This is an optimization exercise on Yosys and OpenROAD, whose aim is a short achievable clock period and few clock cycles, not a production implementation.
In this exercise RTL edits were held to simulation tests only and were not proved equivalent to the original.
Power and IR drop assume default switching activity.

--- design/flow/config.mk ---
export PLATFORM = sky130hd
export DESIGN_NAME = ayatsuki_top
export DESIGN_NICKNAME = ayatsuki_top
export VERILOG_FILES = /design/flow/design.v
export SDC_FILE = /design/flow/constraint.sdc
export NUM_CORES = 4
export LEC_CHECK = 0
export ABC_CLOCK_PERIOD_IN_PS = 3000
export CAP_MARGIN = 20
export CORE_MARGIN = 2
export CORE_UTILIZATION = 40
export PLACE_DENSITY = 0.6
export SLEW_MARGIN = 20
--- design/flow/constraint.sdc ---
create_clock -name core_clock -period 10.0 [get_ports {clk}]
set_input_delay 2.0000 -clock core_clock [delete_from_list [all_inputs] [get_ports {clk}]]
set_output_delay 2.0000 -clock core_clock [all_outputs]
set_load 0.01 [all_outputs]
--- design/flow/design.v ---
package core_pkg;
    typedef logic [31:0] word_t;
    typedef logic [4:0]  reg_addr_t;
    localparam word_t NOP_INSTR = 32'h0000_0013;
endpackage
module reg_file (
    input  logic        clk,
    input  logic        we_i,
    input  logic [4:0]  waddr_i,
    input  logic [31:0] wdata_i,
    input  logic [4:0]  raddr1_i,
    input  logic [4:0]  raddr2_i,
    output logic [31:0] rdata1_o,
    output logic [31:0] rdata2_o
);
    logic [31:0] regs [1:31];
    always_ff @(posedge clk) begin
        if (we_i && waddr_i != 5'd0) begin
            regs[waddr_i] <= wdata_i;
        end
    end
    assign rdata1_o = (raddr1_i == 5'd0) ? 32'd0 : regs[raddr1_i];
    assign rdata2_o = (raddr2_i == 5'd0) ? 32'd0 : regs[raddr2_i];
endmodule
module ayatsuki_core (
    input  logic        clk,
    input  logic        rst_i,
    input  logic [31:0] inst_i,
    output logic [31:0] inst_addr_o,
    output logic        dmem_we_o,
    output logic        dmem_re_o,
    output logic [31:0] dmem_addr_o,
    output logic [31:0] dmem_wdata_o,
    input  logic [31:0] dmem_rdata_i
);
    logic [31:0] pc_f;
    logic        i_v;         
    logic [31:0] i_pc;        
    logic        i_pred;      
    logic [31:13] i_h13p, i_h13m;
    logic        btb_v   [0:7];
    logic [26:0] btb_tag [0:7];
    logic [30:0] btb_tgt [0:7];
    logic        e_rwe_q, e_load_q, e_store_q, e_jalr_q, e_jal_q, e_isbr_q, e_pred, e_bhit, e_mp_q;
    logic        e_kill;
    logic        e_rwe, e_load, e_store, e_jalr, e_jal, e_isbr, e_mp;
    logic        e_beq, e_bne, e_blt, e_bge;
    logic        e_req, e_rne, e_rlt, e_rge;    
    logic [4:0]  e_rd;
    logic [31:0] e_pc, e_imm_t, e_pc4, e_pass;
    logic [31:12] e_immu;
    logic        e_auipc;
    logic [31:0] e_a1, e_b1, e_s21;        
    logic        e_f1m, e_fbm, e_f2m;      
    logic        e_f2i;                    
    logic        e_add_ab, e_add_mb, e_add_am, e_add_mm, e_sub_ab, e_sub_mb, e_sub_am;
    logic        e_sll, e_slt, e_sltu, e_xor, e_srl, e_sra, e_or, e_and, e_pas;
    logic        m_we, m_re, m_rwe;
    logic [4:0]  m_rd;
    logic [31:0] m_addr, m_wdata, m_res;
    logic        w_rwe, w_load;
    logic [4:0]  w_rd;
    logic [31:0] w_res;
    logic [31:0] wb_data;
    logic        ex_redirect;
    logic [31:0] ex_target;
    logic        d_refetch;
    logic        d_take;
    logic [31:0] f_next, d_next, pc_next;
    logic        d_early;     
    logic [31:0] d_etgt;
    logic        btb_hit;
    logic [31:0] btb_target;
    logic [7:0]  bhit;
    always_comb begin
        btb_target = 32'd0;
        for (int k = 0; k < 8; k++) begin
            bhit[k] = btb_v[k] && (pc_f[4:2] == k[2:0]) && (btb_tag[k] == pc_f[31:5]);
            btb_target = btb_target | ({32{bhit[k]}} & {btb_tgt[k], 1'b0});
        end
    end
    assign btb_hit = |bhit;
    always_ff @(posedge clk) begin
        i_pc   <= pc_f;
        i_h13p <= pc_f[31:13] + 19'd1;
        i_h13m <= pc_f[31:13] - 19'd1;
        i_pred <= btb_hit;
        i_v    <= !(rst_i || ex_redirect || d_refetch || d_early);
        pc_f   <= pc_next;
    end
    assign d_take  = !rst_i && d_early;
    assign f_next  = rst_i ? 32'd0 : (d_refetch ? i_pc : (btb_hit ? btb_target : pc_f + 32'd4));
    assign d_next  = d_take ? d_etgt : f_next;
    assign pc_next = ex_redirect ? ex_target : d_next;
    assign inst_addr_o = pc_f;
    logic [6:0]  opc;
    logic [2:0]  f3;
    logic [4:0]  rd, rs1, rs2;
    logic        is_op, is_opimm, is_lui, is_auipc, is_load, is_store, is_br, is_jal, is_jalr;
    logic        use1, use2, rwe, alt;
    logic [31:0] imm_i, imm_s, imm_b, imm_u, imm_j;
    logic [31:0] rf1, rf2;
    logic [31:0] d_pc4;
    assign opc = inst_i[6:0];
    assign f3  = inst_i[14:12];
    assign rd  = inst_i[11:7];
    assign rs1 = inst_i[19:15];
    assign rs2 = inst_i[24:20];
    assign is_op    = (opc == 7'b0110011);
    assign is_opimm = (opc == 7'b0010011);
    assign is_lui   = (opc == 7'b0110111);
    assign is_auipc = (opc == 7'b0010111);
    assign is_load  = (opc == 7'b0000011) && (f3 == 3'b010);
    assign is_store = (opc == 7'b0100011) && (f3 == 3'b010);
    assign is_br    = (opc == 7'b1100011) && (f3[1] == 1'b0);
    assign is_jal   = (opc == 7'b1101111);
    assign is_jalr  = (opc == 7'b1100111);
    assign use1 = (is_op || is_opimm || is_load || is_store || is_br || is_jalr) && (rs1 != 5'd0);
    assign use2 = (is_op || is_store || is_br) && (rs2 != 5'd0);
    assign rwe  = (is_op || is_opimm || is_lui || is_auipc || is_load || is_jal || is_jalr)
                  && (rd != 5'd0);
    assign alt  = inst_i[30] && (is_op || f3 == 3'b101);
    assign imm_i = {{20{inst_i[31]}}, inst_i[31:20]};
    assign imm_s = {{20{inst_i[31]}}, inst_i[31:25], inst_i[11:7]};
    assign imm_b = {{19{inst_i[31]}}, inst_i[31], inst_i[7], inst_i[30:25], inst_i[11:8], 1'b0};
    assign imm_u = {inst_i[31:12], 12'd0};
    assign imm_j = {{11{inst_i[31]}}, inst_i[31], inst_i[19:12], inst_i[20], inst_i[30:21], 1'b0};
    logic [12:0] imm13;
    logic [13:0] lo_e;
    logic        jal_short;
    assign imm13     = inst_i[3] ? imm_j[12:0] : imm_b[12:0];
    assign lo_e      = {1'b0, i_pc[12:0]} + {1'b0, imm13};
    assign d_etgt    = {(lo_e[13] && !inst_i[31]) ? i_h13p :
                        (!lo_e[13] && inst_i[31]) ? i_h13m : i_pc[31:13], lo_e[12:0]};
    assign jal_short = (inst_i[19:12] == {8{inst_i[31]}});
    assign d_pc4   = i_pc + 32'd4;
    reg_file u_regs (
        .clk      (clk),
        .we_i     (w_rwe),
        .waddr_i  (w_rd),
        .wdata_i  (wb_data),
        .raddr1_i (rs1),
        .raddr2_i (rs2),
        .rdata1_o (rf1),
        .rdata2_o (rf2)
    );
    logic h1e, h1m, h1w, h2e, h2m, h2w;
    assign h1e = e_rwe && (e_rd == rs1);
    assign h1m = m_rwe && (m_rd == rs1);
    assign h1w = w_rwe && (w_rd == rs1);
    assign h2e = e_rwe && (e_rd == rs2);
    assign h2m = m_rwe && (m_rd == rs2);
    assign h2w = w_rwe && (w_rd == rs2);
    logic haz1, haz2;
    assign haz1 = use1 && ((h1e && e_load) || (!h1e && h1m && m_re));
    assign haz2 = use2 && ((h2e && e_load) || (!h2e && h2m && m_re && !is_store));
    assign d_refetch = i_v && (haz1 || haz2);
    logic d_ptaken;
    assign d_ptaken = (is_jal && jal_short) || (is_br && inst_i[31]);
    logic d_pred;
    assign d_pred   = i_pred || d_ptaken;
    assign d_early  = i_v && !i_pred && d_ptaken && !haz1 && !haz2;
    logic d_go;
    assign d_go = i_v && !d_refetch && !rst_i;
    always_ff @(posedge clk) begin
        e_kill  <= ex_redirect;
        e_rwe_q   <= d_go && rwe;
        e_load_q  <= d_go && is_load;
        e_store_q <= d_go && is_store;
        e_jalr_q  <= d_go && is_jalr;
        e_isbr_q  <= d_go && is_br;
        e_jal_q   <= d_go && is_jal;
        e_bhit  <= i_pred;
        e_pred  <= d_pred;
        e_mp_q    <= d_go && (is_jalr || (is_jal && !jal_short && !i_pred)
                              || (!is_br && !is_jal && !is_jalr && i_pred));
        e_req     <= d_go && is_br && (f3 == (d_pred ? 3'b001 : 3'b000));
        e_rne     <= d_go && is_br && (f3 == (d_pred ? 3'b000 : 3'b001));
        e_rlt     <= d_go && is_br && (f3 == (d_pred ? 3'b101 : 3'b100));
        e_rge     <= d_go && is_br && (f3 == (d_pred ? 3'b100 : 3'b101));
    end
    always_ff @(posedge clk) begin
        e_rd   <= rd;
        e_beq  <= (f3 == 3'b000);
        e_bne  <= (f3 == 3'b001);
        e_blt  <= (f3 == 3'b100);
        e_bge  <= (f3 == 3'b101);
        e_pc   <= i_pc;
        e_imm_t <= is_jal ? imm_j : imm_b;
        e_pc4  <= d_pc4;
        e_pass <= is_lui ? imm_u : d_pc4;
        e_immu <= inst_i[31:12];
        e_auipc <= is_auipc;
        e_a1  <= h1m ? m_res : (h1w ? wb_data : rf1);
        e_b1  <= !is_op ? (is_store ? imm_s : imm_i) : (h2m ? m_res : (h2w ? wb_data : rf2));
        e_s21 <= h2m ? m_res : (h2w ? wb_data : rf2);
        e_f1m <= h1e;
        e_fbm <= is_op && h2e;
        e_f2m <= h2e;
        e_f2i <= !h2e && h2m && m_re;
        e_add_ab <= (is_op || is_opimm) && f3 == 3'b000 && !alt && !h1e && !(is_op && h2e);
        e_add_mb <= (is_op || is_opimm) && f3 == 3'b000 && !alt &&  h1e && !(is_op && h2e);
        e_add_am <= (is_op || is_opimm) && f3 == 3'b000 && !alt && !h1e &&  (is_op && h2e);
        e_add_mm <= (is_op || is_opimm) && f3 == 3'b000 && !alt &&  h1e &&  (is_op && h2e);
        e_sub_ab <= (is_op || is_opimm) && f3 == 3'b000 &&  alt && !h1e && !(is_op && h2e);
        e_sub_mb <= (is_op || is_opimm) && f3 == 3'b000 &&  alt &&  h1e && !(is_op && h2e);
        e_sub_am <= (is_op || is_opimm) && f3 == 3'b000 &&  alt && !h1e &&  (is_op && h2e);
        e_sll  <= (is_op || is_opimm) && f3 == 3'b001;
        e_slt  <= (is_op || is_opimm) && f3 == 3'b010;
        e_sltu <= (is_op || is_opimm) && f3 == 3'b011;
        e_xor  <= (is_op || is_opimm) && f3 == 3'b100;
        e_srl  <= (is_op || is_opimm) && f3 == 3'b101 && !alt;
        e_sra  <= (is_op || is_opimm) && f3 == 3'b101 && alt;
        e_or   <= (is_op || is_opimm) && f3 == 3'b110;
        e_and  <= (is_op || is_opimm) && f3 == 3'b111;
        e_pas  <= is_lui || is_jal || is_jalr;
    end
    assign e_rwe   = e_rwe_q   && !e_kill;
    assign e_load  = e_load_q  && !e_kill;
    assign e_store = e_store_q && !e_kill;
    assign e_jalr  = e_jalr_q  && !e_kill;
    assign e_jal   = e_jal_q   && !e_kill;
    assign e_isbr  = e_isbr_q  && !e_kill;
    assign e_mp    = e_mp_q    && !e_kill;
    logic [31:0] a, b, s2, st_data;
    logic [31:0] sum, res;
    logic        eq, lt, cond;
    assign a  = e_f1m ? m_res : e_a1;
    assign b  = e_fbm ? m_res : e_b1;
    assign s2 = e_f2m ? m_res : e_s21;
    assign st_data = e_f2i ? dmem_rdata_i : s2;
    logic [31:0] sra_r;
    assign sra_r = $signed(a) >>> b[4:0];
    logic [31:0] s_ab, s_mb, s_am, d_ab, d_mb, d_am;
    assign s_ab = e_a1 + e_b1;
    assign s_mb = m_res + e_b1;
    assign s_am = e_a1 + m_res;
    assign d_ab = e_a1 - e_b1;
    assign d_mb = m_res - e_b1;
    assign d_am = e_a1 - m_res;
    assign sum  = e_f1m ? s_mb : s_ab;
    assign res = ({32{e_add_ab}} & s_ab)
               | ({32{e_add_mb}} & s_mb)
               | ({32{e_add_am}} & s_am)
               | ({32{e_add_mm}} & {m_res[30:0], 1'b0})
               | ({32{e_sub_ab}} & d_ab)
               | ({32{e_sub_mb}} & d_mb)
               | ({32{e_sub_am}} & d_am)
               | ({32{e_sll}}  & (a << b[4:0]))
               | ({32{e_slt}}  & {31'd0, $signed(a) < $signed(b)})
               | ({32{e_sltu}} & {31'd0, a < b})
               | ({32{e_xor}}  & (a ^ b))
               | ({32{e_srl}}  & (a >> b[4:0]))
               | ({32{e_sra}}  & sra_r)
               | ({32{e_or}}   & (a | b))
               | ({32{e_and}}  & (a & b))
               | ({32{e_pas}}  & e_pass)
               | ({32{e_auipc}} & {e_pc[31:12] + e_immu, e_pc[11:0]});
    logic eq_as, eq_ms, eq_am, lt_as, lt_ms, lt_am;
    assign eq_as = (e_a1 == e_s21);
    assign eq_ms = (m_res == e_s21);
    assign eq_am = (e_a1 == m_res);
    assign lt_as = ($signed(e_a1) < $signed(e_s21));
    assign lt_ms = ($signed(m_res) < $signed(e_s21));
    assign lt_am = ($signed(e_a1) < $signed(m_res));
    assign eq = e_f1m ? (e_f2m ? 1'b1 : eq_ms) : (e_f2m ? eq_am : eq_as);
    assign lt = e_f1m ? (e_f2m ? 1'b0 : lt_ms) : (e_f2m ? lt_am : lt_as);
    assign cond = (e_beq && eq) || (e_bne && !eq) || (e_blt && lt) || (e_bge && !lt);
    assign ex_redirect = !e_kill && (e_mp_q || (e_req && eq) || (e_rne && !eq) || (e_rlt && lt)
                                     || (e_rge && !lt));
    logic [31:0] e_tgt;
    assign e_tgt       = e_pc + e_imm_t;
    assign ex_target   = e_jalr ? {sum[31:1], 1'b0} : (e_pred ? e_pc4 : e_tgt);
    logic        bu_we, bu_v;
    logic [2:0]  bu_idx;
    logic [26:0] bu_tag;
    logic [30:0] bu_tgt;
    always_ff @(posedge clk) begin
        bu_we  <= !rst_i && ((e_isbr && (cond != e_bhit)) || (e_jal && !e_bhit));
        bu_v   <= !e_isbr || cond;
        bu_idx <= e_pc[4:2];
        bu_tag <= e_pc[31:5];
        bu_tgt <= e_tgt[31:1];
    end
    always_ff @(posedge clk) begin
        if (rst_i) begin
            for (int k = 0; k < 8; k++) btb_v[k] <= 1'b0;
        end else if (bu_we) begin
            btb_v[bu_idx] <= bu_v;
        end
    end
    always_ff @(posedge clk) begin
        if (bu_we) begin
            btb_tag[bu_idx] <= bu_tag;
            btb_tgt[bu_idx] <= bu_tgt;
        end
    end
    always_ff @(posedge clk) begin
        if (rst_i) begin
            m_we  <= 1'b0;
            m_re  <= 1'b0;
            m_rwe <= 1'b0;
        end else begin
            m_we  <= e_store;
            m_re  <= e_load;
            m_rwe <= e_rwe;
        end
        m_rd    <= e_rd;
        m_addr  <= sum;
        m_wdata <= st_data;
        m_res   <= res;
    end
    assign dmem_we_o    = m_we;
    assign dmem_re_o    = m_re;
    assign dmem_addr_o  = m_addr;
    assign dmem_wdata_o = m_wdata;
    always_ff @(posedge clk) begin
        if (rst_i) begin
            w_rwe <= 1'b0;
        end else begin
            w_rwe <= m_rwe;
        end
        w_load <= m_re;
        w_rd   <= m_rd;
        w_res  <= m_res;
    end
    assign wb_data = w_load ? dmem_rdata_i : w_res;
endmodule
module ayatsuki_top (
    input  logic        clk,
    input  logic        rst_i,
    input  logic [31:0] inst_i,
    output logic [31:0] inst_addr_o,
    output logic        dmem_we_o,
    output logic        dmem_re_o,
    output logic [31:0] dmem_addr_o,
    output logic [31:0] dmem_wdata_o,
    input  logic [31:0] dmem_rdata_i
);
    ayatsuki_core u_core (
        .clk          (clk),
        .rst_i        (rst_i),
        .inst_i       (inst_i),
        .inst_addr_o  (inst_addr_o),
        .dmem_we_o    (dmem_we_o),
        .dmem_re_o    (dmem_re_o),
        .dmem_addr_o  (dmem_addr_o),
        .dmem_wdata_o (dmem_wdata_o),
        .dmem_rdata_i (dmem_rdata_i)
    );
endmodule
--- design/flow/flow/run.sh ---
#!/bin/bash
# The standard layout, with timing repair aimed at a shorter period than the clock's
# (the constraints stay the design's): repair works until the setup slack is MARGIN ns,
# and may resize cells to any footprint.
set -euo pipefail
MARGIN=$(cat flow/margin.txt)
bash standard.sh SETUP_SLACK_MARGIN=$MARGIN MATCH_CELL_FOOTPRINT=0 finish > make_finish.log 2>&1
--- design/flow/flow/margin.txt ---
6.2
--- design/flow/standard.sh ---
#!/bin/bash
# synth_recipe.tcl (not shown) runs the flow's synth.tcl, then flattens the netlist and writes it again
# the make line also repeats each setting of config.mk as NAME=value (left out here)
make -C /OpenROAD-flow-scripts/flow DESIGN_CONFIG=/design/flow/config.mk WORK_HOME=/design/flow/orfs CLKGATE_MAP_FILE= SYNTH_SCRIPT=/design/flow/synth_recipe.tcl "${@:-finish}"
==> flow_summary.toml, run 1 <==
[status]
status = "finished clean"

[drt]
wl_met3_um = 44200
routed_wl_um = 446700
routed-wl-met2_um = 198900
dr.pass1.iters = 6
drc = 0
num_vias = 81160
vias_per_cell = 6.371
wl_met1_um = 173600
ant_nets = 0
first_iter_violations = 11230
wire_per_inst_um = 35.06
top_layer_used = "met5"

[critical_path]
end_kind = "register"
r2r_end = "u_core.pc_f[30]"
cp_cell_sequence = "buf_12 > buf_4 > buf_8 > and3b_2 > nand3b_1 > or4_4 > nor4_4 > a311o_1 > buf_6 > buf_6 > nand2_8 > buf_6 > o21ai_2 > a21oi_2 > o21ai_1 > mux2i_1"
r2r-start = "u_core.pc_f[2]"
crit_path_start_kind = "input pin"
cpLargestDelayFamily = "simple AND/OR/NAND/NOR gates"
worst_path_most_repeated_cell = "buf_6"
r2r_setup_slack_ns = 5.97
slowest_delay_ns = 0.59
worstPathArrival_ns = 4.88
worst_path_max_delay_cell = "or4_4"
worst-path-max-fanout = 7
required_ns = 10.80
cp_num_buf_inv = 6
ff2ff_path_depth = 14
criticalPathCategory = "in -> reg"

[global_routing]
grt_pass1_vias = 77140
grt_antenna_before_repair = 55
grt_usage = 0.3168
gr-total-overflow = 0
grt_first_pass_wirelength_um = 608800
grt_max_degree = 68

[power_and_ir_drop]
p_leak_uw = 0.04699
seqPwrFrac = 0.397
comb_power_share = 0.304
vdd_drop_max_v = 0.0001873
clkPwrFrac = 0.298
power_density_mw_per_mm2 = 221.8
p_int_uw = 18360
p_sw_frac = 0.3542
p_switching_uw = 10070

[sta]
finalClockSkew_ns = 0.1049
finalCriticalPeriod_ns = 4.078
timing.fmax_mhz = 245.2
finalSetupTns_ns = 0
hold_viol = 0
min_period_over_period = 0.4078
holdWs_ns = 0.3648
rsz0062_at_grt = "true"
setup_viol = 0
slew_viol_final = 0
setup_slack_ns = 5.922
slew_headroom = 0.1367
tightestPinTransition_ns = 1.286

[layout]
area.sequential_mm2 = 0.05575
area_delta_synth_final_pct = 20.16
multiInputGateArea_mm2 = 0.05106
final_layout_size_suffix_gt1_frac = 0.2314
num-fill-cells = 23060
final_nets = 9483

[clocking]
cts_root_buffer = "clkbuf_16"
worstSkewPairLatency_ns = 0.93
cts_made_buffers = 219
clk_pin_slew_ns = 0.07
clk_path_buf_depth = 4
cts_max_level = 4
clock_sinks = 2040
ctsHoldBuffers = 0
cts_tree = "done"

[placement]
numPortBuffers = 163
post-dp-hpwl_um = 289400
place_ws_ns = 3.385
place_congestion = 1.034

[floorplan]
die-height_um = 520.4
die_w_um = 520.4
io_pins = 164
die-area_mm2 = 0.2708
start_util = 0.4024
num_rows = 189
core_mm2 = 0.2651

[synth]
avgSynthCellArea_um2 = 12.42
yosysTopAreaCellShare = 0.4127
yosys.cell_types.count = 96
yosys_warnings = 2
yosysSeqAreaShare = 0.5205
ys_async_sr_fraction = 0
synth_ff_type = "edfxtp_1"
synth-seq-cells = 2040
syn_inst = 8591
yosys.area.top_type = "edfxtp_1"
syn-cell-area_mm2 = 0.1067
synth_nets = 9084
ys_top_cells_by_area = "edfxtp_1 41%, mux4_2 11%, dfxtp_1 11%"
synth_edf_count = 1466

[worst_hold_path]
min_from = "u_core.pc_f[19]"
min_path_cells = 0
min_path_type = "reg -> reg"
worstHoldEndpoint = "u_core.i_pc[19]"

[run]
maxCapViolCount = 0
## how the worst max path moves through the flow
| stage | from | to | slack (ns) | cells after the start |
|---|---|---|---|---|
| finish | inst_i[3] | u_core.pc_f[6] | 5.92 | 16 |
| CTS | inst_i[19] | u_core.pc_f[26] | 5.85 | 11 |
| floorplan | inst_i[21] | u_core.pc_f[13] | 4.67 | 19 |
| detailed placement | inst_i[3] | u_core.pc_f[23] | 3.38 | 14 |
| global placement | inst_i[3] | u_core.pc_f[22] | 3.38 | 14 |
| global route | inst_i[3] | u_core.pc_f[26] | 5.84 | 17 |
## cell families (layout without fill, tap and decap cells)
family,count (synthesis),count (layout),synth area share
fa+ha+maj,427,427,0.05072
buf+inv,876,1444,0.03233
compound gates,1874,1876,0.1182
simple gates,1882,1887,0.08300
other cells,0,40,0
xor+xnor,507,507,0.04163
flops,2040,2040,0.5205
mux,985,985,0.1537
## repair_timing
action | 4_1_cts | 5_1_grt
resized for setup | 826 | 275
endpoints found under the setup margin | 262 | 115
pin swaps | 106 | 110
cloned | 33 | 16
buffers inserted | 168 | 137
## Yosys cell counts, types with 20 or more instances
cell type and instances:
or4_1 21, o221ai_1 29, a22o_1 48, nand4_1 107
o22ai_1 43, o2111ai_1 22, buf_1 96, a221oi_1 85
clkbuf_1 364, a211oi_1 172, nand3_1 125, inv_1 308
or3_1 38, and2_1 30, o21ai_0 316, dfxtp_1 574
a21oi_1 482, nand3b_1 20, o21a_1 67, ha_1 418
mux2i_1 400, mux2_2 67, nand2_1 446, buf_2 88
nor4_1 69, nor2_1 659, and3_1 40, mux4_2 515
nor3_1 144, o31ai_1 31, o21bai_1 46, edfxtp_1 1466
nor2b_1 46, a21o_1 116, a22oi_1 119, xnor2_1 308
or2_2 22, xor2_1 199, a31oi_1 39, o211ai_1 57
nand2b_1 62
## area by class of cell
| type | count | area share |
|---|---|---|
| flip-flops and latches | 2040 | 0.4350 |
| multi-input cells | 5682 | 0.3984 |
| repair buffers | 731 | 0.06430 |
| clock buffers | 279 | 0.04674 |
| well taps | 3533 | 0.03449 |
| clock inverters | 118 | 0.01077 |
| inverters | 316 | 0.009567 |
| diodes | 40 | 0.0007810 |
## flip-flops by register name, summed over array words and instances (netlist names), 8 cells and up
register            count
u_core.u_regs.regs    992
u_core.btb_tgt        248
u_core.btb_tag        216
u_core.e_a1            32
u_core.e_b1            32
u_core.e_pass          32
u_core.e_pc            32
u_core.e_s21           32
u_core.i_pc            32
u_core.m_addr          32
u_core.m_res           32
u_core.m_wdata         32
u_core.pc_f            32
u_core.w_res           32
u_core.bu_tgt          31
u_core.e_pc4           30
u_core.bu_tag          27
u_core.e_immu          20
u_core.i_h13p          19
u_core.i_h13m          18
u_core.e_imm_t         13
u_core.btb_v            8
## cell usage in the layout (no fill, tap or decap), types with 281 or more instances in the layout
| cell type | n |
|---|---|
| dfxtp_1 | 479 |
| nor2_1 | 605 |
| buf_4 | 386 |
| xnor2_1 | 292 |
| inv_1 | 281 |
| edfxtp_1 | 1466 |
| mux2i_1 | 345 |
| nand2_1 | 443 |
| a21oi_1 | 450 |
| mux4_2 | 515 |
| ha_1 | 358 |
## metrics by stage
stage,util,instance area [µm²],instances,total power [µW]
6_report,0.4835,128200,12740,28430
5_1_grt,0.4833,128100,12720,29080
4_1_cts,0.4734,125500,12550,27800
3_5_place_dp,0.4254,112800,11950,18450
3_3_place_gp,0.4254,112800,11950,18420
2_1_floorplan,-,107600,8591,15040
## power groups by stage
stage               combinational [µW]  clock (µW)  sequential [µW]
global placement                  7030           0            11400
detailed placement                7050           0            11400
floorplan                         4200           0            10800
CTS                               8050        8520            11200
global route                      8950        8840            11300
finish                            8650        8480            11300
## worst register-to-register path, stage by stage, from the launching register on
cell and delay [ns]:
dfxtp_4 0.42, inv_1 0.30, ha_1 0.26, nand4_1 0.16
or4_1 0.61, nor4_4 0.25, buf_12 0.26, nor4_2 0.11
buf_4 0.21, and2_4 0.24, clkinv_4 0.20, nand4_1 0.27
o211ai_1 0.23, a311oi_1 0.13, mux2_4 0.27
## layer usage
| layer | vias to the layer above | global-route usage |
|---|---|---|
| met3 | 1055 | 0.06068 |
| met1 | 41360 | 0.4222 |
| met5 | - | 0 |
| li1 | 33850 | - |
| met2 | 4886 | 0.4843 |
| met4 | 20 | 0.1809 |
Testbench counts, summed over its fixed seeds: cycles 94,083.
==> run 2: changes to the inputs <==
--- a/design/flow/design.v
+++ b/design/flow/design.v
@@ -45,2 +45,3 @@
     logic        e_kill;
+    logic        e_haz;       
     logic        e_rwe, e_load, e_store, e_jalr, e_jal, e_isbr, e_mp;
@@ -87,3 +88,3 @@
         i_pred <= btb_hit;
-        i_v    <= !(rst_i || ex_redirect || d_refetch || d_early);
+        i_v    <= !(rst_i || ex_redirect || d_early);
         pc_f   <= pc_next;
@@ -91,3 +92,3 @@
     assign d_take  = !rst_i && d_early;
-    assign f_next  = rst_i ? 32'd0 : (d_refetch ? i_pc : (btb_hit ? btb_target : pc_f + 32'd4));
+    assign f_next  = rst_i ? 32'd0 : (btb_hit ? btb_target : pc_f + 32'd4);
     assign d_next  = d_take ? d_etgt : f_next;
@@ -161,3 +162,3 @@
     assign d_pred   = i_pred || d_ptaken;
-    assign d_early  = i_v && !i_pred && d_ptaken && !haz1 && !haz2;
+    assign d_early  = i_v && !i_pred && d_ptaken;
     logic d_go;
@@ -166,2 +167,3 @@
         e_kill  <= ex_redirect;
+        e_haz   <= d_refetch && !rst_i;
         e_rwe_q   <= d_go && rwe;
@@ -268,3 +270,3 @@
     assign cond = (e_beq && eq) || (e_bne && !eq) || (e_blt && lt) || (e_bge && !lt);
-    assign ex_redirect = !e_kill && (e_mp_q || (e_req && eq) || (e_rne && !eq) || (e_rlt && lt)
+    assign ex_redirect = !e_kill && (e_haz || e_mp_q || (e_req && eq) || (e_rne && !eq) || (e_rlt && lt)
                                      || (e_rge && !lt));
@@ -272,3 +274,3 @@
     assign e_tgt       = e_pc + e_imm_t;
-    assign ex_target   = e_jalr ? {sum[31:1], 1'b0} : (e_pred ? e_pc4 : e_tgt);
+    assign ex_target   = e_haz ? e_pc : (e_jalr ? {sum[31:1], 1'b0} : (e_pred ? e_pc4 : e_tgt));
     logic        bu_we, bu_v;
==> design/flow/flow/margin.txt (replaced) <==
6.3
==> run 2 against run 1 <==
Compared with the run above:
- still clean on timing, DRC and antenna
- area after synthesis up 0.16%
- combinational power is 36% lower
- via count increased by 0.56%
- total power down 17%
- highest routed layer unchanged
==> flow_summary.toml, run 2 <==
[global_routing]
gr-total-overflow = 0
grt_first_pass_wirelength_um = 620800
grt_antenna_before_repair = 52
grt_max_degree = 68
grt_usage = 0.3250
grt_pass1_vias = 77780

[floorplan]
start_util = 0.4027
num_rows = 189
die_w_um = 520.8
die-area_mm2 = 0.2712
io_pins = 164
die-height_um = 520.8
core_mm2 = 0.2653

[clocking]
clk_pin_slew_ns = 0.06
worstSkewPairLatency_ns = 0.93
cts_max_level = 4
ctsHoldBuffers = 0
cts_root_buffer = "clkbuf_16"
cts_tree = "done"
cts_made_buffers = 221
clk_path_buf_depth = 4
clock_sinks = 2041

[critical_path]
crit_path_start_kind = "input pin"
cp_num_buf_inv = 5
required_ns = 10.85
end_kind = "register"
cpLargestDelayFamily = "compound AO/OA/AOI/OAI gates"
worst_path_max_delay_cell = "fa_2"
slowest_delay_ns = 0.36
worst-path-max-fanout = 8
worstPathArrival_ns = 4.94
cp_cell_sequence = "buf_12 > mux2_4 > ha_4 > inv_2 > fa_2 > nor2b_2 > o31a_1 > o211ai_1 > buf_4 > a31oi_4 > buf_12 > xor2_4 > buf_6 > nor2_1 > a221oi_2 > o211ai_1 > mux2i_1"
criticalPathCategory = "in -> reg"

[drt]
wire_per_inst_um = 36.23
vias_per_cell = 6.455
drc = 0
wl_met3_um = 48070
ant_nets = 0
routed_wl_um = 458100
num_vias = 81620
wl_met1_um = 176700
dr.pass1.iters = 18
top_layer_used = "met5"
routed-wl-met2_um = 203500
first_iter_violations = 11590

[layout]
final_common_cell = "edfxtp_1"
top_register = "u_core.u_regs.regs"
largest_reg_flops = 992
final_layout_size_suffix_gt1_frac = 0.2444
post-route-util = 0.4869
reg_top3 = "u_core.u_regs.regs x992, u_core.btb_tgt x248, u_core.btb_tag x216"
final_cell_mix = "1466 x edfxtp_1, 571 x mux4_2, 539 x nor2_1"
area_delta_synth_final_pct = 20.93
final_nets = 9406
final_area_mm2 = 0.1292

[synth]
synth_ff_type = "edfxtp_1"
synth_nets = 8996
synth.most_common_cell = "edfxtp_1"
ys_top_cells_by_area = "edfxtp_1 41%, mux4_2 12%, dfxtp_1 11%"
syn_inst = 8503
yosys.area.top_type = "edfxtp_1"
yosys.cell_types.count = 101
yosys_warnings = 2
synth_edf_count = 1466
yosysTopAreaCellShare = 0.4120
syn-cell-area_mm2 = 0.1068
synth-seq-cells = 2041
ys_top_cells_by_count = "1466 x edfxtp_1, 594 x nor2_1, 575 x dfxtp_1"
ys_async_sr_fraction = 0
yosysSeqAreaShare = 0.5198
avgSynthCellArea_um2 = 12.56

[sta]
finalSetupTns_ns = 0
holdWs_ns = 0.3847
slew_viol_final = 0
finalClockSkew_ns = 0.1214
min_period_over_period = 0.4090
setup_viol = 0
hold_viol = 0
tightestPinTransition_ns = 1.297
timing.fmax_mhz = 244.5
rsz0062_at_grt = "true"
slew_headroom = 0.1264
finalCriticalPeriod_ns = 4.090

[placement]
numPortBuffers = 163
post-dp-hpwl_um = 293800
place_congestion = 1.043
placed_area_mm2 = 0.1131

[power_and_ir_drop]
p_switching_uw = 7347
p_leak_uw = 0.04719
seqPwrFrac = 0.416
p_int_uw = 16260
design_power_total_uw = 23600
comb_power_share = 0.234
power_density_mw_per_mm2 = 182.7
clkPwrFrac = 0.350
p_sw_frac = 0.3113
vdd_drop_max_v = 0.0001493

[status]
status = "finished clean"

[run]
maxCapViolCount = 0

[worst_hold_path]
min_path_type = "reg -> reg"
==> run 2: cell count changes in the layout (fill, tap and decap cells not counted), sizes merged, moves of 24 or more <==
cell	previous run	this run
a211oi	172	59
a21o	116	85
clkdlybuf4s50	74	42
dlymetal6s2s	73	97
inv	318	383
mux2	70	46
mux4	515	571
nand2	449	483
nor2	659	594
nor3	144	109
o221ai	29	65
xnor2	308	284
==> run 2: what timing repair did <==
item                       in CTS  in global routing
buffers inserted              192                 88
pin swaps                     100                 73
resized for setup             936                289
cloned                         52                 19
setup endpoints to repair     303                162
==> run 2: metal layers <==
layer / vias up / GRT usage
met5: - / 0
met4: 8 / 0.1773
met3: 1085 / 0.06821
met2: 5248 / 0.4959
li1: 33570 / -
met1: 41710 / 0.4336
==> run 2: final cells by class <==
type	instances	area, µm²
clock inverters	128	1220
well taps	3533	4420
inverters	377	1474
clock buffers	270	5918
fillers	22860	136100
diodes	23	57.56
repair inverters	1	11.26
flip-flops and latches	2041	55740
repair buffers	729	8589
multi-input cells	5542	51760
==> run 2: cell families after synthesis <==
group	share of synthesized area
compound gates	0.1126
xor+xnor	0.04107
fa+ha+maj	0.05064
buf+inv	0.03385
flops	0.5198
mux	0.1648
simple gates	0.07724
==> run 2: path summary, 6_finish.rpt <==
check,startpoint,end,slack [ns],cells after the start
setup / recovery,inst_i[3],u_core.pc_f[22],5.91,17
setup reg to reg,u_core.e_a1[10],u_core.pc_f[28],6.00,12
hold / removal,u_core.i_pc[7],u_core.e_pc[7],0.38,0
hold reg to reg,u_core.i_pc[7],u_core.e_pc[7],0.38,0
==> run 2: power groups by stage <==
stage	registers, µW	clock network (µW)	logic [µW]
6_report	9810	8270	5520
2_1_floorplan	9870	0	2730
5_1_grt	9820	8630	5760
3_5_place_dp	10000	0	4470
3_3_place_gp	9990	0	4440
4_1_cts	9800	8320	5070
==> run 2: stage by stage <==
step                worst slack, ns  std cells
floorplan                     4.931       8503
global placement              3.295      11870
detailed placement            3.414      11870
CTS                           6.001      12510
global route                  5.882      12630
finish                        5.910      12640
Testbench counts of run 2, summed over its fixed seeds: cycles 95,304.
==> run 3: changes to the inputs <==
--- a/design/flow/design.v
+++ b/design/flow/design.v
@@ -41,3 +41,3 @@
     logic        btb_v   [0:7];
-    logic [26:0] btb_tag [0:7];
+    logic [6:0]  btb_tag [0:7];
     logic [30:0] btb_tgt [0:7];
@@ -78,3 +78,3 @@
         for (int k = 0; k < 8; k++) begin
-            bhit[k] = btb_v[k] && (pc_f[4:2] == k[2:0]) && (btb_tag[k] == pc_f[31:5]);
+            bhit[k] = btb_v[k] && (pc_f[4:2] == k[2:0]) && (btb_tag[k] == pc_f[11:5]);
             btb_target = btb_target | ({32{bhit[k]}} & {btb_tgt[k], 1'b0});
@@ -82,3 +82,3 @@
     end
-    assign btb_hit = |bhit;
+    assign btb_hit = (|bhit) && (pc_f[31:12] == 20'd0);
     always_ff @(posedge clk) begin
@@ -94,3 +94,3 @@
     assign d_next  = d_take ? d_etgt : f_next;
-    assign pc_next = ex_redirect ? ex_target : d_next;
+    assign pc_next = (!e_kill && e_jalr_q) ? {sum[31:1], 1'b0} : (ex_redirect ? ex_target : d_next);
     assign inst_addr_o = pc_f;
@@ -274,12 +274,13 @@
     assign e_tgt       = e_pc + e_imm_t;
-    assign ex_target   = e_haz ? e_pc : (e_jalr ? {sum[31:1], 1'b0} : (e_pred ? e_pc4 : e_tgt));
+    assign ex_target   = e_haz ? e_pc : (e_pred ? e_pc4 : e_tgt);
     logic        bu_we, bu_v;
     logic [2:0]  bu_idx;
-    logic [26:0] bu_tag;
+    logic [6:0]  bu_tag;
     logic [30:0] bu_tgt;
     always_ff @(posedge clk) begin
-        bu_we  <= !rst_i && ((e_isbr && (cond != e_bhit)) || (e_jal && !e_bhit));
+        bu_we  <= !rst_i && (e_pc[31:12] == 20'd0)
+                  && ((e_isbr && (cond != e_bhit)) || (e_jal && !e_bhit));
         bu_v   <= !e_isbr || cond;
         bu_idx <= e_pc[4:2];
-        bu_tag <= e_pc[31:5];
+        bu_tag <= e_pc[11:5];
         bu_tgt <= e_tgt[31:1];
==> run 3 against run 2 <==
Compared with the run above:
- critical path type unchanged
- synthesized cell count down 5.8%
- combinational power rose by 6.0%
- final area down 8.4%
- still clean
- worst setup slack worse by 0.023 ns
- clock-buffer cell count is 35 lower
- largest cell class unchanged
==> flow_summary.toml, run 3 <==
[synth]
yosys_warnings = 2
synth.most_common_cell = "edfxtp_1"
synth_edf_count = 1305
ys_top_cells_by_count = "1305 x edfxtp_1, 586 x nor2_1, 578 x mux4_2"
avgSynthCellArea_um2 = 12.41
synth_nets = 8502
ys_async_sr_fraction = 0
synth-seq-cells = 1861
yosys.cell_types.count = 101
syn-cell-area_mm2 = 0.09936
yosys.area.top_type = "edfxtp_1"
syn_inst = 8009
yosysTopAreaCellShare = 0.3944
ys_top_cells_by_area = "edfxtp_1 39%, mux4_2 13%, dfxtp_1 11%"
yosysSeqAreaShare = 0.5064
synth_ff_type = "edfxtp_1"

[global_routing]
grt_first_pass_wirelength_um = 558000
top_usage_layer = "met2"
gr-total-overflow = 0
grt_max_degree = 66
grt_antenna_before_repair = 42
grt.met3_usage = 0.05525
grt_pass1_vias = 72050
use_met1 = 0.4147
grt_usage = 0.3120
grt.met2_usage = 0.4853

[drt]
dr.pass1.iters = 12
routed_wl_um = 407600
wire_per_inst_um = 34.68
vias_per_cell = 6.429
first_iter_violations = 10550
ant_nets = 0
drc = 0
num_vias = 75570

[clocking]
worstSkewPairLatency_ns = 0.90
clk_path_buf_depth = 3
clock_sinks = 1861
cts_tree = "done"
cts_made_buffers = 195
clk_pin_slew_ns = 0.06
cts_max_level = 4
cts_root_buffer = "clkbuf_16"

[layout]
final_cell_count_no_fill = 11750
top_register = "u_core.u_regs.regs"
final_layout_size_suffix_gt1_frac = 0.2344
area_delta_synth_final_pct = 19.10
reg_top3 = "u_core.u_regs.regs x992, u_core.btb_tgt x248, u_core.btb_tag x56"
final_common_cell = "edfxtp_1"
final_nets = 8751
final_cell_mix = "1305 x edfxtp_1, 578 x mux4_2, 535 x nor2_1"
final_area_mm2 = 0.1183
largest_reg_flops = 992

[sta]
holdWs_ns = 0.3994
rsz0062_at_grt = "true"
tightestPinTransition_ns = 1.306
hold_viol = 0
timing.fmax_mhz = 243.1
finalCriticalPeriod_ns = 4.113
finalClockSkew_ns = 0.07571
slew_headroom = 0.1276
finalSetupTns_ns = 0
slew_viol_final = 0
setup_viol = 0
min_period_over_period = 0.4113

[floorplan]
die-area_mm2 = 0.2524
die-height_um = 502.4
die_w_um = 502.4
start_util = 0.4032
core_mm2 = 0.2464
num_rows = 182
io_pins = 164

[run]
maxCapViolCount = 0

[placement]
place_congestion = 1.042
dp.cells = 11170
post-dp-hpwl_um = 269200
numPortBuffers = 163
placed_area_mm2 = 0.1053

[critical_path]
criticalPathCategory = "in -> reg"
worstPathArrival_ns = 4.85
end_kind = "register"
crit_path_start_kind = "input pin"
required_ns = 10.74
worst-path-max-fanout = 5

[power_and_ir_drop]
vdd_drop_max_v = 0.0002324
design_power_total_uw = 22480
power_density_mw_per_mm2 = 189.9
p_leak_uw = 0.04327

[status]
status = "finished clean"

[worst_hold_path]
min_path_type = "reg -> reg"
[run 3: path summary, 6_finish.rpt]
check | to | slack (ns) | depth (start not counted) | from
worst min-delay path | u_core.m_rd[0] | 0.40 | 0 | u_core.e_rd[0]
worst max register to register | u_core.m_res[31] | 5.89 | 11 | u_core.e_b1[29]
worst max-delay path | u_core.pc_f[28] | 5.89 | 18 | inst_i[3]
worst min register to register | u_core.m_rd[0] | 0.40 | 0 | u_core.e_rd[0]
[run 3: repair_timing]
| item | 4_1_cts | 5_1_grt |
|---|---|---|
| gates resized for setup | 739 | 209 |
| hold buffers | 0 | 0 |
| cloned | 35 | 15 |
| endpoints found under the setup margin | 364 | 174 |
| pin swaps | 71 | 63 |
| buffers inserted | 102 | 49 |
[run 3: area by class of cell]
class                      instances  area [µm²]
antenna                           18       45.04
clock buffer                     235        5152
clock inverter                   128        1556
fill                           21480      128100
inverter                         379        1469
multi-input combinational       5268       49100
sequential                      1861       50530
tap                             3312        4144
timing repair buffer             553        6329
[run 3: where the power goes]
| part | leakage, µW | internal [µW] | total, µW | switching (µW) |
|---|---|---|---|---|
| combinational | 0.0235 | 2060 | 5850 | 3790 |
| clock | 0.00326 | 4290 | 7560 | 3270 |
| sequential | 0.0165 | 8780 | 9060 | 278 |
[run 3: routing by layer]
layer	wire length [µm]	part of all wire
met1	157400	0.39
met2	184900	0.45
met3	38820	0.095
met4	26260	0.064
met5	315	0.00077
[run 3: logic make-up after synthesis]
| group | Yosys count | share of synthesized area |
|---|---|---|
| muxes | 997 | 0.1740 |
| adders and majority gates | 427 | 0.05445 |
| AOI/OAI and AO/OA | 1811 | 0.1229 |
| DFF | 1861 | 0.5064 |
| and+or+nand+nor | 1694 | 0.07839 |
| buffers and inverters | 883 | 0.03414 |
| xor gates and xnor gates | 336 | 0.02962 |
[run 3: critical path, cell delays in order]
cell and delay, ns:
buf_12 0.11, mux2_4 0.20, ha_4 0.13, inv_2 0.04, fa_2 0.37, nor2b_2 0.15, o31a_1 0.16, o211ai_1 0.09
buf_4 0.15, a31oi_4 0.21, buf_12 0.18, buf_12 0.11, mux2i_1 0.23, nor2_1 0.08, a311oi_1 0.30, o21ai_1 0.16
nand2b_4 0.10, o211ai_1 0.07
[run 3: metrics by stage]
| step | util | setup slack, ns |
|---|---|---|
| after floorplan | - | 5.114 |
| final | 0.4803 | 5.887 |
| after detailed placement | 0.4272 | 3.748 |
| after global placement | 0.4272 | 3.820 |
| after global routing | 0.4801 | 5.865 |
| after CTS | 0.4726 | 5.974 |
Testbench counts of run 3, summed over its fixed seeds: cycles 95,304.
==> run 4: changes to the inputs <==
--- a/design/flow/design.v
+++ b/design/flow/design.v
@@ -24,2 +24,31 @@
 endmodule
+module load_wait (
+    input  logic [31:0] w,
+    input  logic        e_rwe,
+    input  logic        e_load,
+    input  logic [4:0]  e_rd,
+    input  logic        m_rwe,
+    input  logic        m_load,
+    input  logic [4:0]  m_rd,
+    output logic        wait_o
+);
+    logic [6:0] opc;
+    logic [4:0] rs1, rs2;
+    logic       is_op, is_store, use1, use2, h1e, h1m, h2e, h2m;
+    assign opc      = w[6:0];
+    assign rs1      = w[19:15];
+    assign rs2      = w[24:20];
+    assign is_op    = (opc == 7'b0110011);
+    assign is_store = (opc == 7'b0100011) && (w[14:12] == 3'b010);
+    assign use1     = (is_op || opc == 7'b0010011 || (opc == 7'b0000011 && w[14:12] == 3'b010)
+                       || is_store || (opc == 7'b1100011 && !w[13]) || opc == 7'b1100111)
+                      && (rs1 != 5'd0);
+    assign use2     = (is_op || is_store || (opc == 7'b1100011 && !w[13])) && (rs2 != 5'd0);
+    assign h1e      = e_rwe && (e_rd == rs1);
+    assign h1m      = m_rwe && (m_rd == rs1);
+    assign h2e      = e_rwe && (e_rd == rs2);
+    assign h2m      = m_rwe && (m_rd == rs2);
+    assign wait_o = (use1 && ((h1e && e_load) || (!h1e && h1m && m_load)))
+                 || (use2 && ((h2e && e_load) || (!h2e && h2m && m_load && !is_store)));
+endmodule
 module ayatsuki_core (
@@ -39,3 +68,3 @@
     logic        i_pred;      
-    logic [31:13] i_h13p, i_h13m;
+    logic [31:10] i_h10p, i_h10m;
     logic        btb_v   [0:7];
@@ -67,3 +96,5 @@
     logic [31:0] ex_target;
-    logic        d_refetch;
+    logic        d_refetch;   
+    logic        d_ovf;       
+    logic        d_stall;
     logic        d_take;
@@ -85,10 +116,12 @@
         i_pc   <= pc_f;
-        i_h13p <= pc_f[31:13] + 19'd1;
-        i_h13m <= pc_f[31:13] - 19'd1;
+        i_h10p <= pc_f[31:10] + 22'd1;
+        i_h10m <= pc_f[31:10] - 22'd1;
         i_pred <= btb_hit;
-        i_v    <= !(rst_i || ex_redirect || d_early);
+        i_v    <= !(rst_i || ex_redirect || d_early || f_dup);
         pc_f   <= pc_next;
+        f_hold <= d_stall && !rst_i;
+        f_dup  <= f_hold && !rst_i && !ex_redirect && !d_early;
     end
     assign d_take  = !rst_i && d_early;
-    assign f_next  = rst_i ? 32'd0 : (btb_hit ? btb_target : pc_f + 32'd4);
+    assign f_next  = rst_i ? 32'd0 : (f_hold ? pc_f : (btb_hit ? btb_target : pc_f + 32'd4));
     assign d_next  = d_take ? d_etgt : f_next;
@@ -96,2 +129,50 @@
     assign inst_addr_o = pc_f;
+    logic        q0_v, q1_v, q0_pr, q1_pr;
+    logic [31:0] q0_inst, q1_inst, q0_pc, q1_pc;
+    logic [31:0] d_inst, d_pc;
+    logic        d_pr, d_v;
+    logic        f_hold, f_dup;
+    assign d_inst = q0_v ? q0_inst : inst_i;
+    assign d_pc   = q0_v ? q0_pc   : i_pc;
+    assign d_pr   = q0_v ? q0_pr   : i_pred;
+    assign d_v    = q0_v || i_v;
+    logic haz_q, haz_i;
+    load_wait u_wait_q (
+        .w(q0_inst), .e_rwe(e_rwe), .e_load(e_load), .e_rd(e_rd),
+        .m_rwe(m_rwe), .m_load(m_re), .m_rd(m_rd), .wait_o(haz_q)
+    );
+    load_wait u_wait_i (
+        .w(inst_i), .e_rwe(e_rwe), .e_load(e_load), .e_rd(e_rd),
+        .m_rwe(m_rwe), .m_load(m_re), .m_rd(m_rd), .wait_o(haz_i)
+    );
+    always_ff @(posedge clk) begin
+        if (rst_i || ex_redirect) begin
+            q0_v <= 1'b0;
+            q1_v <= 1'b0;
+        end else if (!q0_v) begin
+            q0_v <= d_stall;
+            q1_v <= 1'b0;
+        end else if (d_stall) begin
+            q1_v <= q1_v || i_v;
+        end else begin
+            q0_v <= q1_v || i_v;
+            q1_v <= q1_v && i_v;
+        end
+    end
+    always_ff @(posedge clk) begin
+        if (!q0_v) begin
+            q0_inst <= inst_i;
+            q0_pc   <= i_pc;
+            q0_pr   <= i_pred || d_early;
+        end else if (!(haz_q && !d_ovf)) begin
+            q0_inst <= q1_v ? q1_inst : inst_i;
+            q0_pc   <= q1_v ? q1_pc   : i_pc;
+            q0_pr   <= q1_v ? q1_pr   : i_pred;
+        end
+        if (q0_v && !(haz_q && q1_v && !i_v)) begin
+            q1_inst <= inst_i;
+            q1_pc   <= i_pc;
+            q1_pr   <= i_pred;
+        end
+    end
     logic [6:0]  opc;
@@ -104,7 +185,7 @@
     logic [31:0] d_pc4;
-    assign opc = inst_i[6:0];
-    assign f3  = inst_i[14:12];
-    assign rd  = inst_i[11:7];
-    assign rs1 = inst_i[19:15];
-    assign rs2 = inst_i[24:20];
+    assign opc = d_inst[6:0];
+    assign f3  = d_inst[14:12];
+    assign rd  = d_inst[11:7];
+    assign rs1 = d_inst[19:15];
+    assign rs2 = d_inst[24:20];
     assign is_op    = (opc == 7'b0110011);
@@ -122,17 +203,21 @@
                   && (rd != 5'd0);
-    assign alt  = inst_i[30] && (is_op || f3 == 3'b101);
-    assign imm_i = {{20{inst_i[31]}}, inst_i[31:20]};
-    assign imm_s = {{20{inst_i[31]}}, inst_i[31:25], inst_i[11:7]};
-    assign imm_b = {{19{inst_i[31]}}, inst_i[31], inst_i[7], inst_i[30:25], inst_i[11:8], 1'b0};
-    assign imm_u = {inst_i[31:12], 12'd0};
-    assign imm_j = {{11{inst_i[31]}}, inst_i[31], inst_i[19:12], inst_i[20], inst_i[30:21], 1'b0};
-    logic [12:0] imm13;
-    logic [13:0] lo_e;
-    logic        jal_short;
-    assign imm13     = inst_i[3] ? imm_j[12:0] : imm_b[12:0];
-    assign lo_e      = {1'b0, i_pc[12:0]} + {1'b0, imm13};
-    assign d_etgt    = {(lo_e[13] && !inst_i[31]) ? i_h13p :
-                        (!lo_e[13] && inst_i[31]) ? i_h13m : i_pc[31:13], lo_e[12:0]};
-    assign jal_short = (inst_i[19:12] == {8{inst_i[31]}});
-    assign d_pc4   = i_pc + 32'd4;
+    assign alt  = d_inst[30] && (is_op || f3 == 3'b101);
+    assign imm_i = {{20{d_inst[31]}}, d_inst[31:20]};
+    assign imm_s = {{20{d_inst[31]}}, d_inst[31:25], d_inst[11:7]};
+    assign imm_b = {{19{d_inst[31]}}, d_inst[31], d_inst[7], d_inst[30:25], d_inst[11:8], 1'b0};
+    assign imm_u = {d_inst[31:12], 12'd0};
+    assign imm_j = {{11{d_inst[31]}}, d_inst[31], d_inst[19:12], d_inst[20], d_inst[30:21], 1'b0};
+    logic [31:0] ij, ib;
+    logic [9:0]  imm10;
+    logic [10:0] lo_e;
+    logic        jal_short, br_short;
+    assign ij        = {{11{inst_i[31]}}, inst_i[31], inst_i[19:12], inst_i[20], inst_i[30:21], 1'b0};
+    assign ib        = {{19{inst_i[31]}}, inst_i[31], inst_i[7], inst_i[30:25], inst_i[11:8], 1'b0};
+    assign imm10     = inst_i[3] ? ij[9:0] : ib[9:0];
+    assign lo_e      = {1'b0, i_pc[9:0]} + {1'b0, imm10};
+    assign d_etgt    = {(lo_e[10] && !inst_i[31]) ? i_h10p :
+                        (!lo_e[10] && inst_i[31]) ? i_h10m : i_pc[31:10], lo_e[9:0]};
+    assign jal_short = (ij[20:9] == {12{inst_i[31]}});
+    assign br_short  = (ib[12:9] == {4{inst_i[31]}});
+    assign d_pc4   = d_pc + 32'd4;
     reg_file u_regs (
@@ -154,16 +239,17 @@
     assign h2w = w_rwe && (w_rd == rs2);
-    logic haz1, haz2;
-    assign haz1 = use1 && ((h1e && e_load) || (!h1e && h1m && m_re));
-    assign haz2 = use2 && ((h2e && e_load) || (!h2e && h2m && m_re && !is_store));
-    assign d_refetch = i_v && (haz1 || haz2);
+    assign d_refetch = q0_v ? haz_q : (i_v && haz_i);
+    assign d_ovf     = q0_v && q1_v && i_v;
+    assign d_stall   = d_refetch && !d_ovf;
     logic d_ptaken;
-    assign d_ptaken = (is_jal && jal_short) || (is_br && inst_i[31]);
+    assign d_ptaken = !q0_v && (((inst_i[6:0] == 7'b1101111) && jal_short)
+                                || ((inst_i[6:0] == 7'b1100011) && !inst_i[13] && inst_i[31]
+                                    && br_short));
     logic d_pred;
-    assign d_pred   = i_pred || d_ptaken;
+    assign d_pred   = d_pr || d_ptaken;
     assign d_early  = i_v && !i_pred && d_ptaken;
     logic d_go;
-    assign d_go = i_v && !d_refetch && !rst_i;
+    assign d_go = d_v && !d_refetch && !rst_i;
     always_ff @(posedge clk) begin
         e_kill  <= ex_redirect;
-        e_haz   <= d_refetch && !rst_i;
+        e_haz   <= d_refetch && d_ovf && !rst_i;
         e_rwe_q   <= d_go && rwe;
@@ -174,6 +260,6 @@
         e_jal_q   <= d_go && is_jal;
-        e_bhit  <= i_pred;
+        e_bhit  <= d_pr;
         e_pred  <= d_pred;
-        e_mp_q    <= d_go && (is_jalr || (is_jal && !jal_short && !i_pred)
-                              || (!is_br && !is_jal && !is_jalr && i_pred));
+        e_mp_q    <= d_go && (is_jalr || (is_jal && !d_pr && !d_ptaken)
+                              || (!is_br && !is_jal && !is_jalr && d_pr));
         e_req     <= d_go && is_br && (f3 == (d_pred ? 3'b001 : 3'b000));
@@ -189,3 +275,3 @@
         e_bge  <= (f3 == 3'b101);
-        e_pc   <= i_pc;
+        e_pc   <= d_pc;
         e_imm_t <= is_jal ? imm_j : imm_b;
@@ -193,3 +279,3 @@
         e_pass <= is_lui ? imm_u : d_pc4;
-        e_immu <= inst_i[31:12];
+        e_immu <= d_inst[31:12];
         e_auipc <= is_auipc;
==> run 4 against run 3 <==
Compared with the run above:
- first-iteration DRC count grew 64%
- final area increased by 16%
- register-to-register slack improved by 0.03 ns
- fmax is 0.14% higher
- sequential power is 23% higher
- worst hold slack lost 0.0033 ns
- critical path type unchanged
==> flow_summary.toml, run 4 <==
[drt]
drc = 0
routed_wl_um = 521500
num_vias = 102400
wire_per_inst_um = 33.61
vias_per_cell = 6.596
ant_nets = 0
first_iter_violations = 17340
dr.pass1.iters = 11

[sta]
timing.fmax_mhz = 243.5
setup_slack_ns = 5.893
slew_headroom = 0.06623
finalClockSkew_ns = 0.1153
hold_viol = 0
slew_viol_final = 0
tightestPinTransition_ns = 1.386
finalSetupTns_ns = 0
rsz0062_at_grt = "true"
setup_viol = 0
finalCriticalPeriod_ns = 4.107
min_period_over_period = 0.4107

[critical_path]
worst_path_max_delay_cell = "mux2_4"
r2r_setup_slack_ns = 5.92
slowest_delay_ns = 0.32
worst_path_most_repeated_cell = "buf_12"
cp_num_buf_inv = 4
cpLargestDelayFamily = "compound AO/OA/AOI/OAI gates"
worst-path-max-fanout = 6
required_ns = 10.64
criticalPathCategory = "in -> reg"
worstPathArrival_ns = 4.74
crit_path_start_kind = "input pin"
r2r_end = "u_core.pc_f[27]"
r2r-start = "u_core.e_s21[7]"
cp_cell_sequence = "buf_12 > buf_12 > mux2_4 > ha_4 > nor2b_4 > nor3_4 > o21ai_4 > a41oi_4 > xnor2_4 > buf_12 > buf_12 > o21ai_2 > a21oi_1 > and3_1 > a211o_1"
ff2ff_path_depth = 15
end_kind = "register"

[worst_hold_path]
min_path_type = "reg -> reg"
min_from = "u_core.e_pc[9]"
min_path_cells = 0
worstHoldEndpoint = "u_core.bu_tag[4]"

[clocking]
ctsHoldBuffers = 0
clk_pin_slew_ns = 0.06
cts_max_level = 4
clock_sinks = 2001
worstSkewPairLatency_ns = 0.93
cts_tree = "done"
cts_root_buffer = "clkbuf_16"
cts_made_buffers = 219
clk_path_buf_depth = 4

[power_and_ir_drop]
p_int_uw = 18660
power_density_mw_per_mm2 = 215.8
seqPwrFrac = 0.375
vdd_drop_max_v = 0.0001785
p_switching_uw = 10880
comb_power_share = 0.342
p_sw_frac = 0.3684
p_leak_uw = 0.05232
clkPwrFrac = 0.283

[placement]
place_congestion = 1.026
post-dp-hpwl_um = 296700
place_ws_ns = 3.470
numPortBuffers = 163
dp.cells = 14420

[synth]
syn_inst = 11270
syn-cell-area_mm2 = 0.1083
avgSynthCellArea_um2 = 9.611
synth_edf_count = 1465
synth_ff_type = "edfxtp_1"
synth.most_common_cell = "nand2_1"
yosys_warnings = 2
synth_nets = 11760
ys_async_sr_fraction = 0
synth-seq-cells = 2001
yosysTopAreaCellShare = 0.4063
yosysSeqAreaShare = 0.5055
ys_top_cells_by_area = "edfxtp_1 41%, dfxtp_1 9.9%, nand2_1 8.4%"
yosys.cell_types.count = 98
yosys.area.top_type = "edfxtp_1"
ys_top_cells_by_count = "2423 x nand2_1, 1465 x edfxtp_1, 995 x nand3_1"

[global_routing]
grt_first_pass_wirelength_um = 690700
grt_antenna_before_repair = 39
gr-total-overflow = 0
grt_max_degree = 106
grt_usage = 0.3476
grt_pass1_vias = 93380

[floorplan]
core_mm2 = 0.2700
die_w_um = 524.3
die-area_mm2 = 0.2748
start_util = 0.4009
die-height_um = 524.3
num_rows = 191
io_pins = 164

[layout]
final_nets = 12230
largest_reg_flops = 992
final_cell_mix = "2373 x nand2_1, 1465 x edfxtp_1, 960 x nand3_1"
top_register = "u_core.u_regs.regs"
area_delta_synth_final_pct = 26.44
reg_top3 = "u_core.u_regs.regs x992, u_core.btb_tgt x248, u_core.btb_tag x56"
final_cell_count_no_fill = 15520
final_layout_size_suffix_gt1_frac = 0.2052
final_common_cell = "nand2_1"

[status]
status = "finished clean"

[run]
maxCapViolCount = 0
## run 4: cell count changes after synthesis, sizes merged, moves of 122 or more
cell and delta:
a311oi +315, clkbuf +262, edfxtp +160, mux2i -126
mux4 -577, nand2 +1939, nand3 +887, nor2 -122
## run 4: cell families after synthesis
logic type               share of synthesized area
XOR/XNOR                                   0.03074
flip-flops                                  0.5055
adder cells (fa/ha/maj)                    0.04963
multiplexers                               0.03464
AND/OR/NAND/NOR                             0.1858
buffers and inverters                      0.04314
AO/OA/AOI/OAI                               0.1506
## run 4: layer usage
metal  global-route usage  part of all wire  vias to the layer above
met4               0.2619              0.10                       30
met1               0.4324              0.35                    49010
met5                    0           0.00055                        -
met2               0.5149              0.42                     8758
met3              0.09452              0.13                     2377
li1                     -                 -                    42190
## run 4: worst register-to-register path, cell delays in order, from the launching register on
cell       delay [ns]
dfxtp_1          0.33
inv_1            0.06
ha_1             0.32
a21oi_1          0.16
o21ai_0          0.14
a21oi_2          0.23
o2111ai_4        0.23
a221oi_4         0.37
mux2i_4          0.17
or3_4            0.42
o311a_4          0.33
buf_12           0.14
or2_4            0.31
nor2_4           0.24
nand3_4          0.16
buf_12           0.21
## run 4: layout make-up
class / count / area (µm²)
fillers: 23530 / 133200
multi-input cells: 8065 / 55350
repair inverters: 13 / 191.4
inverters: 403 / 1722
clock inverters: 109 / 1117
repair buffers: 1040 / 12820
flip-flops and latches: 2001 / 54950
clock buffers: 289 / 6195
well taps: 3570 / 4467
diodes: 28 / 70.07
## run 4: power by group through the flow
stage | sequential, µW | combinational [µW] | clock [µW]
after floorplan | 10800 | 4470 | 0
after global placement | 11300 | 7200 | 0
after detailed placement | 11300 | 7270 | 0
after CTS | 11000 | 8960 | 8360
after global routing | 11100 | 10400 | 8680
final | 11100 | 10100 | 8360
## run 4: metrics by stage
stage / utilization / total power, µW / hold WS (ns) / area, µm²
after detailed placement: 0.4215 / 18610 / 0.3665 / 113800
after global placement: 0.4214 / 18520 / 0.3619 / 113800
final: 0.5069 / 29540 / 0.3961 / 136900
after global routing: 0.5067 / 30160 / 0.3952 / 136800
after floorplan: - / 15220 / 0.3290 / 109100
after CTS: 0.4842 / 28320 / 0.3883 / 130800
## run 4: what timing repair did
item	4_1_cts	5_1_grt
gates cloned	96	56
setup buffers	355	164
pin swaps	198	339
setup endpoints to repair	374	315
hold endpoints to repair	0	0
resized for setup	1166	706
## run 4: worst max path at each step
stage,to,cells past startpoint,slack (ns),from
after floorplan,u_core.pc_f[10],14,5.47,inst_i[3]
after global placement,u_core.e_b1[15],14,3.43,inst_i[20]
after detailed placement,u_core.e_b1[25],14,3.47,inst_i[20]
after CTS,u_core.pc_f[31],15,5.97,inst_i[3]
after global routing,u_core.pc_f[31],15,5.82,inst_i[3]
final,u_core.pc_f[31],15,5.89,inst_i[3]
Testbench counts of run 4, summed over its fixed seeds: cycles 94,044.
==> run 5: changes to the inputs <==
==> design/flow/flow/margin.txt (replaced) <==
6.2
==> run 5 against run 4 <==
Compared with the run above:
- still clean on timing, DRC and antenna
- die area unchanged
- sequential power about the same
- first-iteration DRC count decreased by 7.2%
- via count decreased by 1.6%
- non-clock buffer count decreased by 121
- sequential cell count unchanged
- sequential share of layout area increased by 0.93 points
- worst hold slack improved by 0.017 ns
- area after synthesis unchanged
- synthesized cell count unchanged
- critical endpoint unchanged
==> flow_summary.toml, run 5 <==
[layout]
final_layout_size_suffix_gt1_frac = 0.1805
final_common_cell = "nand2_1"
multiInputGateArea_mm2 = 0.05426
final_area_mm2 = 0.1337
largest_reg_flops = 992
top_register = "u_core.u_regs.regs"
reg_top3 = "u_core.u_regs.regs x992, u_core.btb_tgt x248, u_core.btb_tag x56"
final_nets = 12110
num-fill-cells = 23930
area_delta_synth_final_pct = 23.49
final_cell_mix = "2407 x nand2_1, 1465 x edfxtp_1, 986 x nand3_1"
area.sequential_mm2 = 0.05491

[global_routing]
grt_usage = 0.3460
grt_pass1_vias = 92820
grt_antenna_before_repair = 44
grt_max_degree = 78
grt_first_pass_wirelength_um = 688100
gr-total-overflow = 0

[drt]
wl_met3_um = 63430
num_vias = 100800
vias_per_cell = 6.548
drc = 0
wire_per_inst_um = 33.12
dr.pass1.iters = 7
routed-wl-met2_um = 216100
ant_nets = 0
routed_wl_um = 509700
wl_met1_um = 182300
top_layer_used = "met5"
first_iter_violations = 16090

[placement]
post-dp-hpwl_um = 297600
place_congestion = 1.015
numPortBuffers = 163
placed_area_mm2 = 0.1138

[critical_path]
cp_cell_sequence = "clkbuf_4 > mux2i_4 > inv_2 > ha_4 > a21oi_4 > nor2b_4 > nor3_4 > o21ai_2 > a41oi_4 > buf_12 > xnor2_4 > buf_12 > clkbuf_16 > o21ai_2 > a21oi_1 > and3_1 > a211o_1"
slowest_delay_ns = 0.28
worst_path_max_delay_cell = "ha_4"
cpLargestDelayFamily = "compound AO/OA/AOI/OAI gates"
criticalPathCategory = "in -> reg"
ff2ff_path_depth = 12
cp_num_buf_inv = 5
end_kind = "register"
worstPathArrival_ns = 4.81
r2r_setup_slack_ns = 5.95
required_ns = 10.65
r2r_end = "u_core.pc_f[26]"
r2r-start = "u_core.e_pc[2]"
crit_cells = 17
worst-path-max-fanout = 6
crit_path_start_kind = "input pin"

[synth]
yosys.area.top_type = "edfxtp_1"
synth.most_common_cell = "nand2_1"
yosysTopAreaCellShare = 0.4063
synth_edf_count = 1465
ys_top_cells_by_count = "2423 x nand2_1, 1465 x edfxtp_1, 995 x nand3_1"
yosys.cell_types.count = 98
yosys_warnings = 2
synth_nets = 11760
syn_inst = 11270
synth_ff_type = "edfxtp_1"
syn-cell-area_mm2 = 0.1083
synth-seq-cells = 2001
avgSynthCellArea_um2 = 9.611
yosysSeqAreaShare = 0.5055
ys_async_sr_fraction = 0
ys_top_cells_by_area = "edfxtp_1 41%, dfxtp_1 9.9%, nand2_1 8.4%"

[sta]
min_period_over_period = 0.4153
finalCriticalPeriod_ns = 4.153
finalSetupTns_ns = 0
tightestPinTransition_ns = 1.359
timing.fmax_mhz = 240.8
slew_headroom = 0.08450
slew_viol_final = 0
rsz0062_at_grt = "true"
hold_viol = 0
setup_viol = 0
finalClockSkew_ns = 0.1198

[worst_hold_path]
min_path_type = "reg -> reg"
worstHoldEndpoint = "u_core.i_pc[0]"
min_path_cells = 0
min_from = "u_core.pc_f[0]"

[clocking]
cts_root_buffer = "clkbuf_16"
clk_path_buf_depth = 4
cts_tree = "done"
cts_made_buffers = 216
cts_max_level = 4
worstSkewPairLatency_ns = 0.93
clk_pin_slew_ns = 0.07
ctsHoldBuffers = 0
clock_sinks = 2001

[power_and_ir_drop]
p_switching_uw = 10650
power_density_mw_per_mm2 = 216.4
p_sw_frac = 0.3683
seqPwrFrac = 0.382
p_leak_uw = 0.05067
p_int_uw = 18270
comb_power_share = 0.338
vdd_drop_max_v = 0.0001800
design_power_total_uw = 28930
clkPwrFrac = 0.281

[floorplan]
num_rows = 191
io_pins = 164
die-area_mm2 = 0.2748
die-height_um = 524.3
die_w_um = 524.3
core_mm2 = 0.2700
start_util = 0.4009

[status]
status = "finished clean"

[run]
maxCapViolCount = 0
==> run 5: cell count changes in the layout (fill, tap and decap cells not counted), moves of 24 or more <==
cell	change
a311oi_2	-35
buf_12	-27
nand2_1	+34
buf_4	-73
nand3_1	+26
a311oi_1	+37
dlymetal6s2s_1	-44
clkdlybuf4s50_1	+47
nand2_2	-24
nand3_2	-25
==> run 5: repair_timing <==
| action | CTS | global route |
|---|---|---|
| hold endpoints to repair | 0 | 0 |
| resized for setup | 966 | 540 |
| setup endpoints to repair | 312 | 292 |
| pin swaps | 175 | 250 |
| cloned | 95 | 49 |
| setup buffers | 260 | 147 |
==> run 5: cells by family (layout without fill, tap and decap cells) <==
logic type | Yosys count | after routing | synth area share
adder cells (fa/ha/maj) | 424 | 424 | 0.04963
buffers and inverters | 1209 | 1724 | 0.04314
multiplexers | 357 | 358 | 0.03464
flip-flops | 2001 | 2001 | 0.5055
other | 0 | 29 | 0
XOR/XNOR | 380 | 380 | 0.03074
AO/OA/AOI/OAI | 2319 | 2322 | 0.1506
AND/OR/NAND/NOR | 4575 | 4582 | 0.1858
==> run 5: how the worst max path moves through the flow <==
stage | endpoint | slack [ns] | startpoint
floorplan | u_core.pc_f[10] | 5.47 | inst_i[3]
global placement | u_core.e_b1[3] | 3.53 | inst_i[20]
detailed placement | u_core.e_b1[3] | 3.51 | inst_i[20]
CTS | u_core.pc_f[23] | 6.00 | inst_i[3]
global route | u_core.pc_f[31] | 5.84 | inst_i[3]
finish | u_core.pc_f[31] | 5.85 | inst_i[9]
==> run 5: through the flow <==
stage / util / hold WS, ns / std cells / worst slack, ns
4_1_cts: 0.4766 / 0.4032 / 15170 / 5.997
2_1_floorplan: - / 0.3290 / 11270 / 5.470
5_1_grt: 0.4949 / 0.4104 / 15370 / 5.841
3_3_place_gp: 0.4214 / 0.4011 / 14420 / 3.535
3_5_place_dp: 0.4216 / 0.4000 / 14420 / 3.513
6_report: 0.4951 / 0.4132 / 15390 / 5.847
==> run 5: metal layers <==
metal  up-vias  GRT usage
met5         -          0
met4        38     0.2527
met3      2032    0.07728
met2      7928     0.5188
met1     48840     0.4388
li1      41930          -
==> run 5: power groups by stage <==
stage	clock network, µW	logic, µW	registers, µW
after floorplan	0	4470	10800
after global placement	0	7280	11300
after detailed placement	0	7350	11300
after CTS	8120	8810	11000
after global routing	8440	10100	11000
final	8120	9770	11000
==> run 5: worst reg2reg max path, cell delays in order, from the launching register on <==
cell and delay (ns):
dfxtp_1 0.56, ha_1 0.33, a211oi_1 0.27, o21ai_0 0.14, o211ai_1 0.28, a211oi_1 0.22, or4_1 0.62, nand3_1 0.13
nand2_1 0.09, xor2_1 0.54, mux2i_1 0.17, a211oi_1 0.38, a211o_1 0.15
==> run 5: final cells by class <==
cell class | count | share of cell area
timing repair buffer | 919 | 0.08305
clock buffer | 289 | 0.04485
antenna | 29 | 0.0005428
timing repair inverter | 11 | 0.001310
inverter | 403 | 0.01259
clock inverter | 102 | 0.007646
sequential | 2001 | 0.4107
tap | 3570 | 0.03341
multi-input combinational | 8066 | 0.4059

Check on run 5: ideal ports give 5.847 ns setup slack; a clkbuf_16 on the clock port and buf_2 on the inputs give 5.870 ns; moving port delays by the midpoint clock arrival (0.960 ns) as well gives 4.910 ns.
